Context: an optimization exercise on an open-source flow, tuned for small area, a short achievable clock period and few clock cycles per item. The choices shown serve that exercise and are no tape-out recipe. Function was checked by simulation only, so behaviour that the tests miss may differ from the original. Power and IR drop assume default switching activity.

==> flow/design.v, too long to show whole: its modules and the start of the top module <==
// module booth_recoder: 16 lines
// module booth_mult_top: 1558 lines
module booth_mult_top (
	input  logic                          clk,
	input  logic                          reset,
	input  logic                          in_valid,
	input  logic signed [16-1:0] multiplicand,
	input  logic signed [16-1:0] multiplier,
	output logic                          out_valid,
	output logic signed [32-1:0] product
);
  // ...
==> flow/flow/run.sh <==
#!/bin/bash
# Layout flow: the standard ORFS flow (standard.sh), unchanged synthesis, with these changes:
#  - after synthesis, polarity.py re-chooses the polarity of full adders and xor gates so that
#    fewer inverters are needed (registers and all other cells are left as they are);
#  - port buffers are buf_1 instead of the delay buffer that buffer_ports picks by default;
#  - clock tree: sink clusters of up to 20 registers under clkbuf_8 leaves, no dummy loads.
# Each tool writes its full output to a log here: synth.log, polarity.log, standard.log
# (and ORFS's own logs under orfs/).
set -euo pipefail
R=orfs/results/sky130hd/booth_mult_top/base
bash standard.sh synth > synth.log 2>&1
cp $R/1_2_yosys.v $R/1_2_yosys_std.v
python3 flow/polarity.py $R/1_2_yosys_std.v $R/1_2_yosys.v > polarity.log 2>&1
rm -f $R/1_synth.odb $R/1_synth.sdc
export BUFFER_PORTS_ARGS="-buffer_cell sky130_fd_sc_hd__buf_1"
export CTS_ARGS="-sink_clustering_enable -repair_clock_nets -buf_list sky130_fd_sc_hd__clkbuf_8 -sink_clustering_size 20 -sink_clustering_max_diameter 60 -dont_use_dummy_load"
bash standard.sh > standard.log 2>&1
==> flow/flow/polarity.py <==
#!/usr/bin/env python3
"""Re-choose the polarity of full adders and xor gates in a mapped sky130 netlist so that fewer
inverters are needed.

usage: polarity.py IN.v OUT.v

A full adder with all three inputs inverted gives both outputs inverted, and an xor/xnor gate
can take in or give out either polarity by trading xor for xnor. Synthesis leaves inverters
between such cells; this picks a polarity per cell that needs the fewest inverters, removes the
old inverters and adds one inverter per net whose complement is still needed. Registers and
all other cells keep their polarity.
"""
import re
import sys
from collections import defaultdict

src = open(sys.argv[1]).read()
m = re.search(r'^(.*?\n)(\s*sky130_fd_sc_hd__.*?;\n)(\s*endmodule.*)$', src, re.S)
head = src[:src.index('  sky130_fd_sc_hd__')]
tail = src[src.rindex(');') + 3:]
cells = []
for cm in re.finditer(r'^\s*(sky130_fd_sc_hd__(\w+))\s+(\S+)\s*\((.*?)\);', src, re.S | re.M):
    pins = [(p, n.strip()) for p, n in re.findall(r'\.(\w+)\(([^()]*)\)', cm.group(4))]
    cells.append({'type': cm.group(1), 'base': cm.group(2), 'name': cm.group(3), 'pins': pins})

OUTP = {'X', 'Y', 'Q', 'Q_N', 'SUM', 'COUT', 'HI', 'LO'}
ports = set()
for d in re.findall(r'^\s*(?:input|output)\s+(?:\[[^\]]*\]\s*)?(\S+);', head, re.M):
    ports.add(d)


def is_port_net(n):
    base = n.split('[')[0].strip().lstrip('\\')
    return base in ports


def kind(c):
    b = c['base']
    if re.match(r'(clk)?inv_\d+$', b):
        return 'inv'
    if re.match(r'fa_\d+$', b):
        return 'fa'
    if re.match(r'x(n)?or2_\d+$', b):
        return 'xor'
    return 'fixed'


driver = {}
for i, c in enumerate(cells):
    for p, n in c['pins']:
        if p in OUTP:
            driver[n] = (i, p)

# inverters whose output is a port stay as they are
for c in cells:
    c['kind'] = kind(c)
    if c['kind'] == 'inv' and is_port_net(dict(c['pins'])['Y']):
        c['kind'] = 'fixed'


def root(n):
    """(root net, parity) following removable inverters back"""
    par = 0
    while n in driver and cells[driver[n][0]]['kind'] == 'inv':
        n = dict(cells[driver[n][0]]['pins'])['A']
        par ^= 1
    return n, par


# loads: (cell index, pin, root, parity)
loads = []
for i, c in enumerate(cells):
    if c['kind'] == 'inv':
        continue
    for p, n in c['pins']:
        if p in OUTP:
            continue
        if n.startswith("1'b") or n == '':
            loads.append((i, p, n, 0))
            continue
        r, par = root(n)
        loads.append((i, p, r, par))
# output ports driven through inverters are kept by the fixed inverters above; ports driven
# directly keep their driver.

flip = [0] * len(cells)
flippable = [i for i, c in enumerate(cells) if c['kind'] in ('fa', 'xor')]
by_root = defaultdict(list)
for k, (i, p, r, par) in enumerate(loads):
    by_root[r].append(k)
cell_loads = defaultdict(list)   # loads on cell i's inputs
for k, (i, p, r, par) in enumerate(loads):
    cell_loads[i].append(k)
cell_roots = defaultdict(set)    # roots driven by cell i
for n, (i, p) in driver.items():
    if cells[i]['kind'] != 'inv':
        cell_roots[i].add(n)


def drv_flip(r):
    if r in driver:
        i = driver[r][0]
        return flip[i]
    return 0


def need(k):
    """1 if load k needs the complement of what its root net carries"""
    i, p, r, par = loads[k]
    if r.startswith("1'b"):
        return 0
    if cells[i]['kind'] == 'xor':
        return 0
    want = par ^ (flip[i] if cells[i]['kind'] == 'fa' else 0)
    return want ^ drv_flip(r)


def root_cost(r):
    return 1 if any(need(k) for k in by_root[r]) else 0


def cost_around(i):
    rs = set(cell_roots[i])
    for k in cell_loads[i]:
        rs.add(loads[k][2])
    return sum(root_cost(r) for r in rs if not r.startswith("1'b"))


total = sum(root_cost(r) for r in by_root if not r.startswith("1'b"))
start = sum(1 for c in cells if c['kind'] == 'inv')
# local search: single-cell flips, sideways moves allowed, annealed; keep the best found
import math
import random
rng = random.Random(1)
cur = total
best = cur
best_flip = list(flip)
iters = int(__import__("os").environ.get("POL_ITERS", "40000"))
for it in range(iters):
    temp = 0.6 * (1 - it / iters) + 0.01
    i = flippable[rng.randrange(len(flippable))]
    before = cost_around(i)
    flip[i] ^= 1
    d = cost_around(i) - before
    if d <= 0 or rng.random() < math.exp(-d / temp):
        cur += d
        if cur < best:
            best = cur
            best_flip = list(flip)
    else:
        flip[i] ^= 1
flip = best_flip
passes = iters
total = sum(root_cost(r) for r in by_root if not r.startswith("1'b"))

# ---- emit ----
inv_of = {}
new_wires = []


def complement(r):
    if r not in inv_of:
        k = len(inv_of)
        n = f'polinv_{k}_n'
        inv_of[r] = n
        new_wires.append(n)
    return inv_of[r]


out_cells = []
for i, c in enumerate(cells):
    if c['kind'] == 'inv':
        continue
    pins = []
    xor_par = 0
    for p, n in c['pins']:
        if p in OUTP:
            pins.append((p, n))
            continue
        if n.startswith("1'b") or n == '':
            pins.append((p, n))
            continue
        r, par = root(n)
        have = drv_flip(r)
        if c['kind'] == 'xor':
            xor_par ^= par ^ have
            pins.append((p, r))
        else:
            want = par ^ (flip[i] if c['kind'] == 'fa' else 0)
            pins.append((p, complement(r) if want ^ have else r))
    typ = c['type']
    if c['kind'] == 'xor':
        if xor_par ^ flip[i]:
            typ = typ.replace('__xor2', '__XX').replace('__xnor2', '__xor2').replace('__XX', '__xnor2')
            # xor2 drives X, xnor2 drives Y
            outp = 'X' if '__xor2' in typ else 'Y'
            pins = [((outp if p in ('X', 'Y') else p), n) for p, n in pins]
    out_cells.append((typ, c['name'], pins))
for r, n in inv_of.items():
    out_cells.append(('sky130_fd_sc_hd__inv_1', f'polinv_{n.split("_")[1]}', [('A', r), ('Y', n)]))

lines = [head.rstrip('\n')]
for n in new_wires:
    lines.append(f'  wire {n};')
for typ, name, pins in out_cells:
    lines.append(f'  {typ} {name} (')
    lines.append(',\n'.join(f'    .{p}({n} )' if n.startswith('\\') else f'    .{p}({n})' for p, n in pins))
    lines.append('  );')
lines.append(tail.lstrip('\n').rstrip('\n'))
open(sys.argv[2], 'w').write('\n'.join(lines) + '\n')
sys.stderr.write(f'polarity: {start} inverters before, {len(inv_of)} after, '
                 f'{sum(flip)} of {len(flippable)} cells flipped, {passes} passes\n')
==> flow/standard.sh <==
#!/bin/bash
# synth_recipe.tcl (not shown) runs the flow's synth.tcl, then flattens the netlist and writes it again
# the make line also repeats each setting of config.mk as NAME=value (left out here)
make -C /OpenROAD-flow-scripts/flow DESIGN_CONFIG=/design/flow/config.mk WORK_HOME=/design/flow/orfs CLKGATE_MAP_FILE= SYNTH_SCRIPT=/design/flow/synth_recipe.tcl "${@:-finish}"
==> flow/config.mk <==
export PLATFORM = sky130hd
export DESIGN_NAME = booth_mult_top
export DESIGN_NICKNAME = booth_mult_top
export VERILOG_FILES = /design/flow/design.v
export SDC_FILE = /design/flow/constraint.sdc
export NUM_CORES = 4
export LEC_CHECK = 0
export CAP_MARGIN = 20
export CORE_MARGIN = 2
export CORE_UTILIZATION = 40
export SETUP_SLACK_MARGIN = 3.5
export SLEW_MARGIN = 20
==> flow/constraint.sdc <==
create_clock -name core_clock -period 5.5 [get_ports {clk}]
set_input_delay 1.1000 -clock core_clock [delete_from_list [all_inputs] [get_ports {clk}]]
set_output_delay 1.1000 -clock core_clock [all_outputs]
set_load 0.01 [all_outputs]
==> metrics.md, run 1 <==
| Metric | Value |
|---|---|
| Status | `timing/DRC/antenna clean` |
| Max Slew Vio Count | `0` |
| NonClk Buf Share | `10.8%` |
| Share of the final layout cell area in sequential cells | `36.5%` |
| Clock insertion delay at the later pin of the skew report | `560 ps` |
| Post-route worst hold slack | `336 ps` |
| Clock share of power | `13.6%` |
| Number of stages on the worst hold path | `0` |
| I/O pins | `a little under 70` |
| Total number of sequential cells | `between 200 and 250` |
| Leading registers by flop count | `product: 32 flops, md_r: 16 flops` |
| Hold path startpoint | `pg_g0_30_q1` |
| Internal power of the cells | `4010 uW` |
| Cells after synthesis | `884` |
| Required time worst endpoint | `about 5900 ps` |
| Total congestion overflow | `0` |
| Critical setup path kind | `reg -> reg` |
| DIE WIDTH | `approximately 170 um` |
| Per-instance average area after synthesis | `11.9 um2` |
| Estimated wirelength of the detail-placed design | `15200 um` |
| Met1 track demand over resource | `23.5%` |
| GR Util met3 | `2.91%` |
| DR top layer | `met4` |
| Wire length the detailed router placed on met1 | `about 11000 um` |
| Most frequent cells in the layout | `171 x dfxtp_1, 121 x xnor2_1, 80 x buf_4` |
| CP top delay family | `compound AO/OA/AOI/OAI gates` |
| Commonest non-fill, non-tap cell in the layout | `dfxtp_1` |
| Biggest Area Class | `multi-input combinational cells` |
| Number of signal-net buffers in the layout | `between 150 and 200` |
| Post-route insts no fill | `1340` |
| Maximum buffer depth of the clock tree | `3` |
| Sum of met3 wire segment lengths after detailed routing | `2060 um` |
| Crit path max-delay cell type | `dfxtp_2` |
| TritonCTS clock tree | `done` |
Testbench counts, summed over its fixed seeds: cycles 24,024, items 24,000.
==> run 2, diff against run 1 <==
--- a/flow/config.mk
+++ b/flow/config.mk
@@ -9,4 +9,4 @@
 export CORE_MARGIN = 2
-export CORE_UTILIZATION = 40
-export SETUP_SLACK_MARGIN = 3.5
+export CORE_UTILIZATION = 60
+export SETUP_SLACK_MARGIN = 3.3
 export SLEW_MARGIN = 20
==> run 2 against run 1 <==
Effect of this change:
- sequential cell count stayed put
- final cell count down 16%
- total power is 8.9% lower
- non-clock buffer count is 94 lower
- largest power group unchanged
- critical path type unchanged
- highest routed layer unchanged
- maximum frequency fell by 1.7%
- global-route usage increased by 7.0 points
- largest cell class unchanged
- worst hold slack lost 50 ps
==> metrics.md, run 2 <==
| Metric | Value |
|---|---|
| Status | `timing/DRC/antenna clean` |
| Estimated wirelength of the detail-placed design | `14900 um (-1.9%)` |
| Max Slew Vio Count | `0 (unchanged)` |
| Number of antenna violations at the first check in global routing | `0` |
| Power density cells | `500 nW/um2` |
| Largest fanout on the critical path | `4` |
| Layout area overhead | `7.03%` |
| Total congestion overflow | `0 (unchanged)` |
| Count of buffer and inverter cells on the critical path | `0` |
| Std-Cell Rows | `48` |
| Start of the worst register-to-register path | `pg_g0_0_q2` |
| Clock insertion delay at the later pin of the skew report | `510 ps (-50 ps)` |
| Number of vias in the routed layout | `roughly 6300` |
| Area of the placeable core | `17200 um2` |
| Max capacitance violation total | `0` |
| Clk sinks | `230` |
| Post-route setup slack | `3320 ps` |
| DR top layer | `met4` |
| Die area | `18600 um2` |
| Required time worst endpoint | `5910 ps (about the same)` |
| Largest net degree at the start of global routing | `21` |
| Ratio of cells with drive above 1 in the final layout | `9.37%` |
| Post-synth design cell area | `10500 um2` |
| Max reg flops | `32` |
| GRT Overall Usage | `23.3%` |
| Number of global-route vias before repair | `6615` |
| Reg-to-reg endpoint | `product[15]` |
| Iteration-0 DRC count of the detailed router | `493` |
| Wire length the detailed router placed on met1 | `9250 um (-16%)` |
| Most frequent cells in the layout | `191 x dfxtp_1, 141 x xnor2_1, 120 x a22oi_1` |
| DRT Pass-1 Iters | `5` |
| Leading registers by flop count | `product: 32 flops, md_r: 16 flops` |
| Post-route worst hold slack | `286 ps (-49.6 ps)` |
| H-tree levels | `1` |
| Setup repair after global routing missed its margin | `yes` |
| Initial cell density of the core | `~60%` |
| Critical path launch point type | `flop` |
| CP endpoint | `product[15]` |
| Number of setup violations in the final report | `0` |
| Final antenna-violating net count | `0` |
| Number of hold-slack violations in the final timing report | `0` |
| Arrival time at the worst endpoint | `2590 ps` |
| Global-route wire length before repair | `~34000 um` |
| Filler cell count | `1370` |
| Synth Warn # | `2` |
| Number of nets in the final layout | `roughly 1100` |
| Worst r2r path cells | `8` |
| Port Buf Inserts | `67` |
| Minimum clock period | `2180 ps` |
| Inserted Diodes | `0` |
| Worst setup path startpoint | `pg_g0_0_q2` |
| Clock share of power | `13.0% (-0.6 points)` |
| Mapped Nets | `1061` |
| Upper clock frequency limit | `0.459 GHz` |
| Switching part of the total | `a little over a third` |
| Inserted Clock Buffers | `16` |
| Ordered list of cells on the worst path | `ha_4, a211oi_4, nor3_4, or3_4, a21bo_1, a21o_1, a311o_1, xor2_1` |
| Delay of the slowest cell on the worst path | `370 ps` |
| Clock transition at the registers of the reported paths | `100 ps` |
| VDD IR max | `0.000311 V` |
| Vias per std cell | `5.61` |
| Relative slew slack | `56.1%` |
| Worst Setup End Kind | `flop` |
| Sum of met3 wire segment lengths after detailed routing | `1190 um (-42%)` |
| Register with the highest flop count | `product` |
| CP top delay family | `compound AO/OA/AOI/OAI gates` |
| Total wirelength of the detailed-routed design | `20400 um` |
| P_sw | `around 2000 uW` |
| Part of the power in registers | `approximately half` |
| Crit path max-delay cell type | `or3_4` |
| Setup TNS Final | `0 ps` |
| Critical setup path kind | `reg -> reg` |
| Area occupied by multi-input gates | `5610 um2` |
| Post-route DRC | `0` |
| Period utilisation layout | `39.6%` |
| Detail Route met2 WL | `9520 um` |
| Post-route insts no fill | `1132 (-16%)` |
| Combinational group share of total power | `38.0%` |
| Internal power of the cells | `3660 uW (-8.7%)` |
| Root buffer selected by CTS | `clkbuf_8` |
| Die height | `136 um` |
| Standby leakage power | `0.00438 uW` |
| Commonest non-fill, non-tap cell in the layout | `dfxtp_1` |
| Cells after synthesis | `884 (unchanged)` |
| Hold crit path type | `reg -> reg` |
| Logic depth of the worst setup path including buffers | `8` |
| I/O pins | `68 (unchanged)` |
| Final clock skew | `43.3 ps` |
| DIE WIDTH | `136 um (-18%)` |
| Maximum buffer depth of the clock tree | `3 (unchanged)` |
| GP Congestion | `0.853` |
| Routed wirelength normalized by instance count | `approximately 18 um` |
| Cell total after placement | `roughly 1100` |
| Pre-CTS setup slack | `2830 ps` |
| Per-instance average area after synthesis | `11.9 um2 (unchanged)` |
| Slew at the pin closest to its max-slew limit | `658 ps` |
| Slack of the worst reg-to-reg path | `3320 ps` |
| Sequential standard cell area | `4680 um2` |
| TritonCTS clock tree | `done` |
[run 2: layout make-up]
type	instances	area share (%)
Tap cell	225	2.51
Sequential cell	230	41.7
Multi-Input combinational cell	557	49.9
Timing Repair Buffer	80	3.11
Clock buffer	16	1.96
Inverter	24	0.803
[run 2: routing by layer]
layer | vias to the layer above | GRT usage (%)
met5 | - | 0
met4 | 0 | 6.89
met3 | 28 | 3.77
met2 | 175 | 37.5
met1 | 3123 | 32.7
li1 | 3020 | -
[run 2: how the worst min path moves through the flow]
stage	start	cells after the start	end
after floorplan	pg_g0_0_q1	0	pg_g0_0_q2
after global placement	pg_g0_30_q1	0	pg_g0_30_q2
after detailed placement	pg_p0_30_q1	0	pg_p0_30_q2
after CTS	pg_g0_3_q1	0	pg_g0_3_q2
after global routing	pg_g0_3_q1	0	pg_g0_3_q2
final	pg_g0_3_q1	0	pg_g0_3_q2
[run 2: power by group through the flow]
stage | sequential, uW | clock [uW] | combinational [uW]
final | 2750 | 728 | 2130
after global routing | 2820 | 823 | 2510
after CTS | 2750 | 768 | 2190
after detailed placement | 2780 | 0 | 2090
after global placement | 2760 | 0 | 2010
after floorplan | 2680 | 0 | 1500
[run 2: worst reg2reg max path, stage by stage, from the launching register on]
cell	delay (ps)
dfxtp_2	340
ha_4	170
a211oi_4	290
nor3_4	100
or3_4	370
a21bo_1	220
a21o_1	180
a311o_1	270
xor2_1	140
[run 2: what timing repair did]
action	4_1_cts	5_1_grt
gates resized for setup	51	13
pin swaps	12	13
setup endpoints to repair	54	21
gates cloned	0	0
endpoints found under the hold margin	0	0
hold buffers	0	0
setup buffers	7	4
[run 2: through the flow]
| step | util, % | instance area, um2 | total power, uW |
|---|---|---|---|
| after floorplan | - | 10500 | 4180 |
| after global placement | 62.7 | 10800 | 4770 |
| after detailed placement | 62.7 | 10800 | 4880 |
| after CTS | 65.0 | 11200 | 5700 |
| after global routing | 65.3 | 11200 | 6160 |
| final | 65.3 | 11200 | 5610 |
==> run 3, diff against run 2 <==
--- a/flow/config.mk
+++ b/flow/config.mk
@@ -9,3 +9,3 @@
 export CORE_MARGIN = 2
-export CORE_UTILIZATION = 60
+export CORE_UTILIZATION = 40
 export SETUP_SLACK_MARGIN = 3.3
==> run 3 against run 2 <==
Effect of this change:
- first-iteration DRC count decreased by 27%
- sequential cell count stayed put
- worst hold slack improved by 19 ps
- sequential share of layout area decreased by 0.79 points
- maximum frequency grew 2.1%
- total power grew 3.0%
==> metrics.md, run 3 <==
| Metric | Value |
|---|---|
| DRT Pass-1 Iters | `6 (+1)` |
| Die height | `166 um (+22%)` |
| Post-synth design cell area | `10500 um2 (unchanged)` |
| Arrival time at the worst endpoint | `2510 ps (-80 ps)` |
| Root buffer selected by CTS | `clkbuf_8` |
| Max capacitance violation total | `0 (unchanged)` |
| VDD IR max | `0.000243 V (-22%)` |
| Inserted Clock Buffers | `20 (+4)` |
| Minimum clock period | `2130 ps (-45.0 ps)` |
| Delay of the slowest cell on the worst path | `400 ps (+30 ps)` |
| Max reg flops | `32 (unchanged)` |
| Initial cell density of the core | `40.5% (-21 points)` |
| Synth Warn # | `2 (unchanged)` |
| Number of global-route vias before repair | `6697 (+1.2%)` |
| Leading registers by flop count | `product: 32 flops, md_r: 16 flops` |
| Setup TNS Final | `0 ps (unchanged)` |
| Upper clock frequency limit | `0.468 GHz (+2.1%)` |
| Maximum buffer depth of the clock tree | `3 (unchanged)` |
| Clk sinks | `230 (unchanged)` |
| Utilization of the core after routing | `44.2% (-21 points)` |
| Largest fanout on the critical path | `4 (unchanged)` |
| Mapped Nets | `1061 (unchanged)` |
| Worst setup path startpoint | `pg_g0_0_q2` |
| Relative slew slack | `52.5% (-3.6 points)` |
| Port Buf Inserts | `67 (unchanged)` |
| Post-route DRC | `0 (unchanged)` |
| Ordered list of cells on the worst path | `ha_4, a211oi_4, nor3_4, o211ai_1, buf_4, a31oi_4, or3_4, a31oi_4, xnor2_1` |
| Area occupied by multi-input gates | `5640 um2 (+0.62%)` |
| Register with the highest flop count | `product` |
| Die area | `27500 um2 (+48%)` |
| Std-Cell Rows | `59 (+23%)` |
| GRT Overall Usage | `16.0% (-7.3 points)` |
| TritonCTS clock tree | `done` |
| Status | `timing/DRC/antenna clean` |
| Start of the worst register-to-register path | `pg_g0_0_q2` |
| Final clock skew | `85.2 ps (+42.0 ps)` |
| Total congestion overflow | `0 (unchanged)` |
| Number of antenna violations at the first check in global routing | `0 (unchanged)` |
| Sequential standard cell area | `4680 um2 (+0.11%)` |
| Hold crit path type | `reg -> reg` |
| Required time worst endpoint | `5870 ps (-40 ps)` |
| Number of nets in the final layout | `1089 (+0.28%)` |
| Crit path max-delay cell type | `or3_4` |
| I/O pins | `68 (unchanged)` |
| Critical path launch point type | `flop` |
| Setup repair after global routing missed its margin | `yes` |
| Most frequent cells in the layout | `193 x dfxtp_1, 141 x xnor2_1, 120 x a22oi_1` |
| Cells after synthesis | `884 (unchanged)` |
| Number of hold-slack violations in the final timing report | `0 (unchanged)` |
| Ratio of cells with drive above 1 in the final layout | `10.0% (+0.63 points)` |
| Power density cells | `504 nW/um2 (+0.95%)` |
| Iteration-0 DRC count of the detailed router | `360 (-27%)` |
| Final antenna-violating net count | `0 (unchanged)` |
| Clock transition at the registers of the reported paths | `110 ps (about the same)` |
| Estimated wirelength of the detail-placed design | `15500 um (+3.7%)` |
| Number of vias in the routed layout | `6316 (-0.47%)` |
| Filler cell count | `2396 (+75%)` |
| Layout area overhead | `9.20%` |
| Commonest non-fill, non-tap cell in the layout | `dfxtp_1` |
| H-tree levels | `1 (unchanged)` |
| Per-instance average area after synthesis | `11.9 um2 (unchanged)` |
| Worst Setup End Kind | `flop` |
| Worst path most repeated cell | `a31oi_4` |
| Global-route wire length before repair | `35900 um (+6.2%)` |
| Area of the placeable core | `25900 um2 (+51%)` |
| Vias per std cell | `5.07 (-9.5%)` |
| Routed wirelength normalized by instance count | `17.5 um (-3.1%)` |
| Standby leakage power | `0.00442 uW (+0.97%)` |
| DIE WIDTH | `166 um (+22%)` |
| Number of setup violations in the final report | `0 (unchanged)` |
| Max Slew Vio Count | `0 (unchanged)` |
| Inserted Diodes | `0 (unchanged)` |
| Period utilisation layout | `38.8% (-0.82 points)` |
| Total wirelength of the detailed-routed design | `21800 um (+6.6%)` |
| Slew at the pin closest to its max-slew limit | `712 ps (+54.0 ps)` |
| Hold path startpoint | `pg_p0_0_q1` |
| Clock insertion delay at the later pin of the skew report | `540 ps (+30 ps)` |
| Largest net degree at the start of global routing | `21 (unchanged)` |
| Critical setup path kind | `reg -> reg` |
| GP Congestion | `0.781 (-8.5%)` |
run 3: cell count changes in the layout (fill, tap and decap cells not counted), sizes merged:
cell / delta
clkbuf: +6
buf: -3
run 3: critical path, delay by kind of cell, from the launching register on:
family	cells	cell delay (ps)
AND/OR/NAND/NOR	2	480
flip-flops	1	350
XOR/XNOR	1	80
adder cells (fa/ha/maj)	1	160
AO/OA/AOI/OAI	4	710
buffers and inverters	1	170
run 3: path summary, 6_finish.rpt:
check,endpoint,slack [ps],cells after the start
max,product[23],3370,9
min,pg_p0_0_q2,310,0
max reg2reg,product[23],3370,9
min reg2reg,pg_p0_0_q2,310,0
run 3: timing repair:
action                     4_1_cts  5_1_grt
gates cloned                     0        0
setup endpoints to repair       48       24
pin swaps                        9        7
setup buffers                    6        1
resized for setup               41       30
hold buffers                     0        0
run 3: final cells by class:
type                            instances  area share [%]
Multi-Input combinational cell        557            49.3
Sequential cell                       230            40.9
Tap cell                              335            3.66
Timing Repair Buffer                   79            3.00
Clock buffer                           20            2.40
Inverter                               24           0.787
run 3: power by group:
part,switching (uW),leakage (uW),total (uW),internal (uW)
Sequential,436,0.00194,2760,2330
Combinational,1100,0.00234,2190,1090
Clock,500,0.000144,825,325
Total,2030,0.00442,5780,3740
run 3: routing by layer:
metal	wire, um	up-vias	track usage, %	part of all wire [%]
met2	9570	193	25.0	44
li1	-	3026	-	-
met4	354	0	4.20	1.6
met3	1410	26	2.98	6.5
met5	0	-	0	0
met1	10400	3071	22.9	48
run 3: metrics by stage:
step	worst slack [ps]	instances	hold WS (ps)	power (uW)	instance area, um2
floorplan	3310	884	310	4180	10500
global route	3270	1245	319	6350	11500
finish	3370	1245	306	5780	11500
detailed placement	2910	1218	312	4920	10900
CTS	3260	1244	306	5830	11300
global placement	2950	1218	311	4860	10900
==> run 4, diff against run 3 <==
--- a/flow/config.mk
+++ b/flow/config.mk
@@ -10,3 +10,3 @@
 export CORE_UTILIZATION = 40
-export SETUP_SLACK_MARGIN = 3.3
+export SETUP_SLACK_MARGIN = 3.2
 export SLEW_MARGIN = 20
==> run 4 against run 3 <==
Effect of this change:
- still clean on timing, DRC and antenna
- final cell count down 0.16%
- cell area down 0.95%
- register-to-register slack worse by 60 ps
- clock skew down 19 ps
- global-route usage down 0.23 points
- sequential share of layout area up 0.12 points
- largest power group unchanged
- highest routed layer unchanged
==> metrics.md, run 4 <==
| Metric | Value |
|---|---|
| Status | `timing/DRC/antenna clean` |
| Number of setup violations in the final report | `0 (unchanged)` |
| Commonest non-fill, non-tap cell in the layout | `dfxtp_1` |
| Required time worst endpoint | `5940 ps (+70 ps)` |
| TritonCTS clock tree | `done` |
| P_sw | `2030 uW (-0.41%)` |
| Number of global-route vias before repair | `6504 (-2.9%)` |
| Global-route wire length before repair | `35500 um (-1.3%)` |
| Max Slew Vio Count | `0 (unchanged)` |
| Die height | `166 um (unchanged)` |
| Instance area after placement | `10900 um2 (about the same)` |
| Critical setup path kind | `reg -> reg` |
| Delay of the slowest cell on the worst path | `320 ps (-80 ps)` |
| Cells after synthesis | `884 (unchanged)` |
| Number of nets in the final layout | `1087 (-0.18%)` |
| Iteration-0 DRC count of the detailed router | `424 (+18%)` |
| Layout area overhead | `8.16%` |
| Count of buffer and inverter cells on the critical path | `1 (unchanged)` |
| Root buffer selected by CTS | `clkbuf_8` |
| Synth Warn # | `2 (unchanged)` |
| Worst Setup End Kind | `flop` |
| Total wirelength of the detailed-routed design | `21600 um (-0.69%)` |
| Number of vias in the routed layout | `6303 (-0.21%)` |
| Setup TNS Final | `0 ps (unchanged)` |
| DIE WIDTH | `166 um (unchanged)` |
| Final antenna-violating net count | `0 (unchanged)` |
| Vias per std cell | `5.07 (about the same)` |
| Relative slew slack | `49.2% (-3.3 points)` |
| Post-route worst hold slack | `316 ps (+10.1 ps)` |
| Post-route DRC | `0 (unchanged)` |
| Clock share of power | `14.7% (+0.4 points)` |
| Filler cell count | `2471 (+3.1%)` |
| Number of hold-slack violations in the final timing report | `0 (unchanged)` |
| Die area | `27500 um2 (unchanged)` |
| CP top delay family | `compound AO/OA/AOI/OAI gates` |
| Post-synth design cell area | `10500 um2 (unchanged)` |
| Ratio of cells with drive above 1 in the final layout | `8.26% (-1.7 points)` |
| Max capacitance violation total | `0 (unchanged)` |
| Most frequent cells in the layout | `198 x dfxtp_1, 141 x xnor2_1, 120 x a22oi_1` |
| Largest net degree at the start of global routing | `21 (unchanged)` |
| Clk sinks | `230 (unchanged)` |
| Slew at the pin closest to its max-slew limit | `761 ps (+49.3 ps)` |
| Routed wirelength normalized by instance count | `17.4 um (-0.53%)` |
| Hold crit path type | `reg -> reg` |
| H-tree levels | `1 (unchanged)` |
| Arrival time at the worst endpoint | `2630 ps (+120 ps)` |
| Part of the power in registers | `48.0% (about the same)` |
| Register with the highest flop count | `product` |
| Number of antenna violations at the first check in global routing | `0 (unchanged)` |
| Port Buf Inserts | `67 (unchanged)` |
| Ordered list of cells on the worst path | `ha_2, a211oi_4, nor3_4, o2111ai_2, o211ai_1, buf_4, a221oi_4, o21ai_0, xor2_1` |
| Initial cell density of the core | `40.5% (unchanged)` |
| Inserted Clock Buffers | `21 (+5.0%)` |
| Std-Cell Rows | `59 (unchanged)` |
| Setup repair after global routing missed its margin | `yes` |
| Clock transition at the registers of the reported paths | `110 ps (about the same)` |
| Inserted Diodes | `0 (unchanged)` |
| Crit path max-delay cell type | `dfxtp_1` |
| GRT Overall Usage | `15.8% (-0.23 points)` |
| Standby leakage power | `0.00440 uW (-0.60%)` |
| VDD IR max | `0.000234 V (-3.5%)` |
| Clock insertion delay at the later pin of the skew report | `560 ps (+20 ps)` |
| Combinational group share of total power | `37.2% (-0.7 points)` |
| Leading registers by flop count | `product: 32 flops, md_r: 16 flops` |
| Maximum buffer depth of the clock tree | `3 (unchanged)` |
| I/O pins | `68 (unchanged)` |
| Minimum clock period | `2190 ps (+56.3 ps)` |
| Final clock skew | `66.6 ps (-18.6 ps)` |
| Max reg flops | `32 (unchanged)` |
| Power density cells | `507 nW/um2 (+0.46%)` |
| GP Congestion | `0.806 (+3.2%)` |
| Per-instance average area after synthesis | `11.9 um2 (unchanged)` |
| Area of the placeable core | `25900 um2 (unchanged)` |
| Total congestion overflow | `0 (unchanged)` |
| Largest fanout on the critical path | `4 (unchanged)` |
| Estimated wirelength of the detail-placed design | `15400 um (-0.51%)` |
| Area occupied by multi-input gates | `5570 um2 (-1.2%)` |
| Period utilisation layout | `39.8% (+1.0 points)` |
| Internal power of the cells | `3720 uW (-0.55%)` |
| Switching part of the total | `35.2% (about the same)` |
| # hold bufs at CTS | `0 (unchanged)` |
| Mapped Nets | `1061 (unchanged)` |
| Critical path launch point type | `flop` |
| Upper clock frequency limit | `0.456 GHz (-2.6%)` |
| Sequential standard cell area | `4650 um2 (-0.67%)` |
| Area of all placed cells without fillers | `11300 um2 (-0.95%)` |
| DRT Pass-1 Iters | `5 (-1)` |
## run 4: cell count changes in the layout (fill, tap and decap cells not counted), sizes merged
cell,before,now
clkbuf,22,21
buf,77,76
## run 4: per-stage QoR
step / total power [uW] / worst slack, ps / std cells / utilization, %
floorplan: 4170 / 3210 / 884 / -
global placement: 4870 / 2910 / 1218 / 42.2
detailed placement: 4920 / 2880 / 1218 / 42.2
CTS: 5820 / 3210 / 1241 / 43.5
global route: 6330 / 3150 / 1243 / 43.8
finish: 5750 / 3310 / 1243 / 43.8
## run 4: power groups by stage
stage | clock (uW) | sequential (uW) | combinational, uW
after floorplan | 0 | 2680 | 1500
after global placement | 0 | 2780 | 2080
after detailed placement | 0 | 2790 | 2130
after CTS | 885 | 2760 | 2180
after global routing | 952 | 2840 | 2540
final | 847 | 2760 | 2140
## run 4: layout make-up
type	instances	area share, %
Timing Repair Buffer	76	2.81
Inverter	24	0.794
Clock buffer	21	2.55
Sequential cell	230	41.0
Multi-Input combinational cell	557	49.1
Tap cell	335	3.70
## run 4: repair_timing
item | CTS | global route
setup endpoints to repair | 46 | 32
gates resized for setup | 33 | 11
pin swaps | 6 | 5
buffers inserted | 2 | 2
## run 4: final timing paths
check                end        from  cells after the start  slack, ps
max          product[30]   pp_0_1_q2                      9       3310
min           pg_p0_0_q2  pg_p0_0_q1                      0        320
max reg2reg  product[30]   pp_0_1_q2                      9       3310
min reg2reg   pg_p0_0_q2  pg_p0_0_q1                      0        320
## run 4: layer usage
layer	part of all wire, %	track usage, %	up-vias	wire, um
met3	5.4	3.03	38	1160
met4	2.4	4.65	0	518
li1	-	-	3017	-
met1	49	23.1	3060	10500
met5	0	0	-	0
met2	44	23.8	188	9410
==> run 5, diff against run 4 <==
--- a/flow/flow/run.sh
+++ b/flow/flow/run.sh
@@ -5,3 +5,3 @@
 #  - port buffers are buf_1 instead of the delay buffer that buffer_ports picks by default;
-#  - clock tree: sink clusters of up to 20 registers under clkbuf_8 leaves, no dummy loads.
+#  - clock tree: sink clusters of up to 12 registers under sky130_fd_sc_hd__clkbuf_4 leaves, no dummy loads.
 # Each tool writes its full output to a log here: synth.log, polarity.log, standard.log
@@ -15,3 +15,3 @@
 export BUFFER_PORTS_ARGS="-buffer_cell sky130_fd_sc_hd__buf_1"
-export CTS_ARGS="-sink_clustering_enable -repair_clock_nets -buf_list sky130_fd_sc_hd__clkbuf_8 -sink_clustering_size 20 -sink_clustering_max_diameter 60 -dont_use_dummy_load"
+export CTS_ARGS="-sink_clustering_enable -repair_clock_nets -buf_list sky130_fd_sc_hd__clkbuf_4 -sink_clustering_size 12 -sink_clustering_max_diameter 40 -dont_use_dummy_load"
 bash standard.sh > standard.log 2>&1
--- a/flow/config.mk
+++ b/flow/config.mk
@@ -10,3 +10,3 @@
 export CORE_UTILIZATION = 40
-export SETUP_SLACK_MARGIN = 3.2
+export SETUP_SLACK_MARGIN = 3.3
 export SLEW_MARGIN = 20
==> run 5 against run 4 <==
Effect of this change:
- first-iteration DRC count is 8.0% lower
- count of clock-buffer cells in the layout increased by 14
- final cell count grew 1.6%
- sequential power barely moved
- largest cell class unchanged
- global-route usage grew 0.48 points
- total power is 0.99% higher
==> metrics.md, run 5 <==
| Metric | Value |
|---|---|
| Combinational group share of total power | `38.4% (+1.2 points)` |
| Inserted Clock Buffers | `35 (+67%)` |
| Std-Cell Rows | `59 (unchanged)` |
| Required time worst endpoint | `4400 ps (-1540 ps)` |
| Start of the worst register-to-register path | `pp_0_1_q2` |
| Utilization of the core after routing | `44.4% (+0.61 points)` |
| Internal power of the cells | `3760 uW (+0.99%)` |
| Cells after synthesis | `884 (unchanged)` |
| Slew at the pin closest to its max-slew limit | `703 ps (-57.8 ps)` |
| Setup repair after global routing missed its margin | `yes` |
| Total wirelength of the detailed-routed design | `21800 um (+1.0%)` |
| Maximum buffer depth of the clock tree | `3 (unchanged)` |
| Power density cells | `505 nW/um2 (-0.41%)` |
| Commonest non-fill, non-tap cell in the layout | `dfxtp_1` |
| Critical path launch point type | `flop` |
| Layout area overhead | `9.68%` |
| Die area | `27500 um2 (unchanged)` |
| Hold crit path type | `reg -> reg` |
| Post-route insts no fill | `1263 (+1.6%)` |
| Total congestion overflow | `0 (unchanged)` |
| Max capacitance violation total | `0 (unchanged)` |
| Post-synth design cell area | `10500 um2 (unchanged)` |
| Estimated wirelength of the detail-placed design | `15500 um (+0.51%)` |
| H-tree levels | `2 (+1)` |
| Root buffer selected by CTS | `clkbuf_4` |
| Max reg flops | `32 (unchanged)` |
| Iteration-0 DRC count of the detailed router | `390 (-8.0%)` |
| GP Congestion | `0.781 (-3.1%)` |
| CP top delay family | `flip-flops` |
| Vias per std cell | `5.10 (+0.48%)` |
| Post-route DRC | `0 (unchanged)` |
| Worst Setup End Kind | `output pin` |
| Clock transition at the registers of the reported paths | `110 ps (about the same)` |
| Crit path max-delay cell type | `dfxtp_2` |
| Clock share of power | `13.9% (-0.8 points)` |
| DRT Pass-1 Iters | `5 (unchanged)` |
| TritonCTS clock tree | `done` |
| Number of hold-slack violations in the final timing report | `0 (unchanged)` |
| Minimum clock period | `2180 ps (-12.9 ps)` |
| Relative slew slack | `53.1% (+3.9 points)` |
| VDD IR max | `0.000262 V (+12%)` |
| Largest fanout on the critical path | `1 (-3)` |
| Clock insertion delay at the later pin of the skew report | `620 ps (+60 ps)` |
| # hold bufs at CTS | `0 (unchanged)` |
| Register with the highest flop count | `product` |
| Arrival time at the worst endpoint | `1080 ps (-1550 ps)` |
| Ordered list of cells on the worst path | `buf_6` |
| Number of vias in the routed layout | `6435 (+2.1%)` |
| Number of nets in the final layout | `1105 (+1.7%)` |
| Final antenna-violating net count | `0 (unchanged)` |
| Setup TNS Final | `0 ps (unchanged)` |
| Global-route wire length before repair | `36300 um (+2.3%)` |
| Ratio of cells with drive above 1 in the final layout | `14.7% (+6.4 points)` |
| DIE WIDTH | `166 um (unchanged)` |
| Synth Warn # | `2 (unchanged)` |
| Post-route worst hold slack | `266 ps (-49.3 ps)` |
| Period utilisation layout | `39.6% (-0.24 points)` |
| Mapped Nets | `1061 (unchanged)` |
| Number of antenna violations at the first check in global routing | `1 (+1)` |
| Number of setup violations in the final report | `0 (unchanged)` |
| Largest net degree at the start of global routing | `19 (-9.5%)` |
| Per-instance average area after synthesis | `11.9 um2 (unchanged)` |
| Area of all placed cells without fillers | `11500 um2 (+1.4%)` |
| Port Buf Inserts | `67 (unchanged)` |
| Standby leakage power | `0.00453 uW (+3.0%)` |
| Most frequent cells in the layout | `189 x dfxtp_1, 141 x xnor2_1, 120 x a22oi_1` |
| Final clock skew | `78.0 ps (+11.5 ps)` |
| Logic depth of the worst setup path including buffers | `1 (-8)` |
| GRT Overall Usage | `16.3% (+0.48 points)` |
| Worst setup path startpoint | `product[30]` |
| Switching part of the total | `35.2% (about the same)` |
| Max Slew Vio Count | `0 (unchanged)` |
| Initial cell density of the core | `40.5% (unchanged)` |
| Upper clock frequency limit | `0.459 GHz (+0.59%)` |
| I/O pins | `68 (unchanged)` |
| Delay of the slowest cell on the worst path | `340 ps (+20 ps)` |
| Number of stages on the worst hold path | `0 (unchanged)` |
| Area of the placeable core | `25900 um2 (unchanged)` |
| Cell total after placement | `1218 (unchanged)` |
| Worst r2r path cells | `8 (-1)` |
| Instance area after placement | `10900 um2 (about the same)` |
| Status | `timing/DRC/antenna clean` |
| Critical setup path kind | `reg -> out` |
| P_sw | `2050 uW (+0.99%)` |
| Routed wirelength normalized by instance count | `17.3 um (-0.58%)` |
| Number of global-route vias before repair | `6868 (+5.6%)` |
| Leading registers by flop count | `product: 32 flops, md_r: 16 flops` |
| Hold path startpoint | `pg_p0_0_q1` |
| Count of buffer and inverter cells on the critical path | `1 (unchanged)` |
| Die height | `166 um (unchanged)` |
| Clk sinks | `230 (unchanged)` |
| Part of the power in registers | `47.7% (-0.3 points)` |
==> run 5: metrics by stage <==
step / setup WS [ps] / power [uW]
after floorplan: 3310 / 4180
after global placement: 2950 / 4860
after detailed placement: 2910 / 4920
after CTS: 3270 / 5840
after global routing: 3240 / 6400
final: 3320 / 5810
==> run 5: layout make-up <==
cell class	instances	area [um2]
diodes	2	5.00
clock buffers	35	263
fillers	2399	14400
inverters	24	90.1
multi-input cells	557	5630
flip-flops and latches	230	4690
well taps	335	419
repair buffers	80	410
==> run 5: layer usage <==
| layer | up-vias | wire length (um) | GRT usage, % |
|---|---|---|---|
| met1 | 3127 | 10500 | 22.7 |
| met2 | 188 | 9390 | 25.0 |
| li1 | 3073 | - | - |
| met5 | - | 0 | 0 |
| met3 | 47 | 1390 | 3.60 |
| met4 | 0 | 556 | 5.78 |
==> run 5: path summary, 6_finish.rpt <==
check / to / slack (ps)
max: product[30] / 3320
min: pg_p0_0_q2 / 270
max reg2reg: product[15] / 3390
min reg2reg: pg_p0_0_q2 / 270
==> run 5: what timing repair did <==
item	CTS	global route
endpoints found under the setup margin	68	42
setup buffers	5	3
pin swaps	8	9
resized for setup	66	37
==> run 5: power by group through the flow <==
stage / combinational [uW] / clock (uW) / sequential [uW]
finish: 2230 / 807 / 2770
global route: 2630 / 922 / 2850
CTS: 2220 / 855 / 2770
detailed placement: 2120 / 0 / 2800
global placement: 2060 / 0 / 2790
floorplan: 1500 / 0 / 2680
==> run 6, diff against run 5 <==
--- a/flow/flow/run.sh
+++ b/flow/flow/run.sh
@@ -5,3 +5,3 @@
 #  - port buffers are buf_1 instead of the delay buffer that buffer_ports picks by default;
-#  - clock tree: sink clusters of up to 12 registers under sky130_fd_sc_hd__clkbuf_4 leaves, no dummy loads.
+#  - clock tree: sink clusters of up to 32 registers under sky130_fd_sc_hd__clkbuf_16 leaves, no dummy loads.
 # Each tool writes its full output to a log here: synth.log, polarity.log, standard.log
@@ -15,3 +15,3 @@
 export BUFFER_PORTS_ARGS="-buffer_cell sky130_fd_sc_hd__buf_1"
-export CTS_ARGS="-sink_clustering_enable -repair_clock_nets -buf_list sky130_fd_sc_hd__clkbuf_4 -sink_clustering_size 12 -sink_clustering_max_diameter 40 -dont_use_dummy_load"
+export CTS_ARGS="-sink_clustering_enable -repair_clock_nets -buf_list sky130_fd_sc_hd__clkbuf_16 -sink_clustering_size 32 -sink_clustering_max_diameter 80 -dont_use_dummy_load"
 bash standard.sh > standard.log 2>&1
==> run 6 against run 5 <==
Effect of this change:
- still clean on timing, DRC and antenna
- utilization increased by 0.10 points
- critical path depth up 8
- routed wire length is 0.27% lower
- sequential cell count unchanged
- via count shrank 2.3%
- synthesized cell count is the same
==> metrics.md, run 6 <==
| Metric | Value |
|---|---|
| Std-Cell Rows | `59 (unchanged)` |
| Iteration-0 DRC count of the detailed router | `423 (+8.5%)` |
| Number of global-route vias before repair | `6669 (-2.9%)` |
| Per-instance average area after synthesis | `11.9 um2 (unchanged)` |
| Setup repair after global routing missed its margin | `yes` |
| Number of stages on the worst hold path | `0 (unchanged)` |
| Clock transition at the registers of the reported paths | `100 ps (about the same)` |
| P_sw | `2040 uW (about the same)` |
| Largest net degree at the start of global routing | `33 (+14)` |
| Total wirelength of the detailed-routed design | `21800 um (-0.27%)` |
| Global-route wire length before repair | `36000 um (-0.84%)` |
| # hold bufs at CTS | `0 (unchanged)` |
| Root buffer selected by CTS | `clkbuf_16` |
| Mapped Nets | `1061 (unchanged)` |
| Commonest non-fill, non-tap cell in the layout | `dfxtp_1` |
| Cells after synthesis | `884 (unchanged)` |
| Minimum clock period | `2130 ps (-47.8 ps)` |
| Area of the placeable core | `25900 um2 (unchanged)` |
| Ordered list of cells on the worst path | `ha_4, a211oi_4, nor3_4, o211ai_1, buf_4, a31oi_4, or3_4, a31oi_4, xnor2_1` |
| Post-synth design cell area | `10500 um2 (unchanged)` |
| GP Congestion | `0.781 (unchanged)` |
| TritonCTS clock tree | `done` |
| Initial cell density of the core | `40.5% (unchanged)` |
| Number of antenna violations at the first check in global routing | `0 (-1)` |
| H-tree levels | `1 (-1)` |
| Status | `timing/DRC/antenna clean` |
| Standby leakage power | `0.00445 uW (-1.8%)` |
| Layout area overhead | `9.93%` |
| Clk sinks | `230 (unchanged)` |
| Die height | `166 um (unchanged)` |
| Maximum buffer depth of the clock tree | `3 (unchanged)` |
| Largest fanout on the critical path | `4 (+3)` |
| Critical setup path kind | `reg -> reg` |
| Routed wirelength normalized by instance count | `17.6 um (+1.7%)` |
| GRT Overall Usage | `16.0% (-0.28 points)` |
| Power density cells | `513 nW/um2 (+1.7%)` |
| Leading registers by flop count | `product: 32 flops, md_r: 16 flops` |
| Number of setup violations in the final report | `0 (unchanged)` |
| Clock insertion delay at the later pin of the skew report | `490 ps (-130 ps)` |
| Critical path launch point type | `flop` |
| Die area | `27500 um2 (unchanged)` |
| Number of vias in the routed layout | `6284 (-2.3%)` |
| Final clock skew | `61.4 ps (-16.6 ps)` |
| Part of the power in registers | `46.8% (-0.9 points)` |
| DRT Pass-1 Iters | `5 (unchanged)` |
| Slew at the pin closest to its max-slew limit | `713 ps (+9.62 ps)` |
| Max reg flops | `32 (unchanged)` |
| Period utilisation layout | `38.7% (-0.87 points)` |
| Required time worst endpoint | `5820 ps (+1420 ps)` |
| Endpoint with the worst hold slack | `pp_0_1_q2` |
| Delay of the slowest cell on the worst path | `400 ps (+60 ps)` |
| Most frequent cells in the layout | `194 x dfxtp_1, 141 x xnor2_1, 120 x a22oi_1` |
| Relative slew slack | `52.4% (-0.64 points)` |
| Upper clock frequency limit | `0.469 GHz (+2.2%)` |
| Slack of the worst reg-to-reg path | `3370 ps (-20 ps)` |
| Port Buf Inserts | `67 (unchanged)` |
| Internal power of the cells | `3870 uW (+3.0%)` |
| I/O pins | `68 (unchanged)` |
| Post-route worst hold slack | `292 ps (+26.0 ps)` |
| Reg-to-reg endpoint | `product[23]` |
| Hold path startpoint | `pp_0_1_q1` |
| Count of buffer and inverter cells on the critical path | `1 (unchanged)` |
| Worst Setup End Kind | `flop` |
| Worst path most repeated cell | `a31oi_4` |
| Clock share of power | `16.3% (+2.4 points)` |
| Arrival time at the worst endpoint | `2450 ps (+1370 ps)` |
| Estimated wirelength of the detail-placed design | `15500 um (unchanged)` |
| Max capacitance violation total | `0 (unchanged)` |
| DIE WIDTH | `166 um (unchanged)` |
| Number of nets in the final layout | `1083 (-2.0%)` |
| Inserted Clock Buffers | `14 (-60%)` |
| Inserted Diodes | `0 (-2)` |
| Switching part of the total | `34.6% (-0.67 points)` |
| Register with the highest flop count | `product` |
| Setup TNS Final | `0 ps (unchanged)` |
| Crit path max-delay cell type | `or3_4` |
| VDD IR max | `0.000365 V (+39%)` |
| Combinational group share of total power | `36.9% (-1.5 points)` |
| Ratio of cells with drive above 1 in the final layout | `9.07% (-5.6 points)` |
| Max Slew Vio Count | `0 (unchanged)` |
| Start of the worst register-to-register path | `pg_g0_0_q2` |
| Total congestion overflow | `0 (unchanged)` |
| CP top delay family | `compound AO/OA/AOI/OAI gates` |
| Post-route DRC | `0 (unchanged)` |
| Synth Warn # | `2 (unchanged)` |
| Worst r2r path cells | `9 (+1)` |
| Number of hold-slack violations in the final timing report | `0 (unchanged)` |
| Vias per std cell | `5.07 (-0.45%)` |
| Hold crit path type | `reg -> reg` |
| Final antenna-violating net count | `0 (unchanged)` |
## run 6: metal layers
layer / vias up / track usage (%) / wire length [um] / part of all wire [%]
met4: 0 / 4.05 / 361 / 1.7
met1: 3081 / 23.1 / 10600 / 49
met5: - / 0 / 0 / 0
met2: 157 / 25.0 / 9550 / 44
li1: 3015 / - / - / -
met3: 31 / 2.79 / 1260 / 5.8
## run 6: area by class of cell
type,instances,area (um2)
fillers,2379,14400
multi-input cells,557,5640
flip-flops and latches,230,4690
well taps,335,419
clock buffers,14,350
repair buffers,79,342
inverters,24,90.1
## run 6: how the worst max path moves through the flow
stage / startpoint / to / cells past startpoint
after floorplan: one_r[1] / s91_q1 / 6
after global placement: pp_0_1_q2 / product[30] / 8
after detailed placement: pp_0_1_q2 / product[30] / 8
after CTS: two_r[7] / s99_q1 / 4
after global routing: pg_g0_0_q2 / product[23] / 9
final: pg_g0_0_q2 / product[23] / 9
## run 6: per-stage QoR
stage / instance area, um2 / instances / utilization (%) / setup slack [ps] / power (uW)
floorplan: 10500 / 884 / - / 3310 / 4180
global placement: 10900 / 1218 / 42.2 / 2950 / 4860
detailed placement: 10900 / 1218 / 42.2 / 2910 / 4920
CTS: 11400 / 1238 / 44.1 / 3310 / 5980
global route: 11500 / 1239 / 44.5 / 3260 / 6490
finish: 11500 / 1239 / 44.5 / 3370 / 5920
## run 6: timing repair
action                                  in CTS  in global routing
pin swaps                                    9                  9
setup buffers                                6                  1
gates resized for setup                     44                 26
endpoints found under the setup margin      49                 19
hold endpoints to repair                     0                  0
## run 6: power by group through the flow
stage | combinational, uW | clock, uW | sequential, uW
final | 2190 | 964 | 2770
after global routing | 2590 | 1060 | 2840
after CTS | 2200 | 1010 | 2770
after detailed placement | 2120 | 0 | 2800
after global placement | 2060 | 0 | 2790
after floorplan | 1500 | 0 | 2680

## what the ideal ports hide
In the flow no input, the clock included, has a driving cell. The finished layouts below were timed again as built, in two steps.
Step 1, drivers: a clkbuf_16 drives clk and a buf_2 each remaining input, both assumed.
Step 2 adds t to the input delays and takes it off the output delays; t is the mean of the earliest and latest rising clock arrival at the registers after step 1. Input paths then give back, and output paths get back, about the clock's delay inside the block.
Three values: no drivers, after step 1, after step 2; two values: the first two.
| run | shift t [ns] | slack for setup (ns) | worst slew at a driven data input, ns |
|---|---|---|---|
| run 1 | 0.562 | 3.357 / 3.357 / 3.357 | 0.04 |
| run 2 | 0.528 | 3.320 / 3.320 / 3.320 | 0.04 |
| run 3 | 0.539 | 3.365 / 3.343 / 3.365 | 0.04 |
| run 4 | 0.560 | 3.309 / 3.271 / 3.309 | 0.04 |
| run 5 | 0.626 | 3.322 / 3.279 / 3.386 | 0.04 |
| run 6 | 0.506 | 3.370 / 3.350 / 3.370 | 0.04 |
After both steps setup and hold are still met in every run listed.
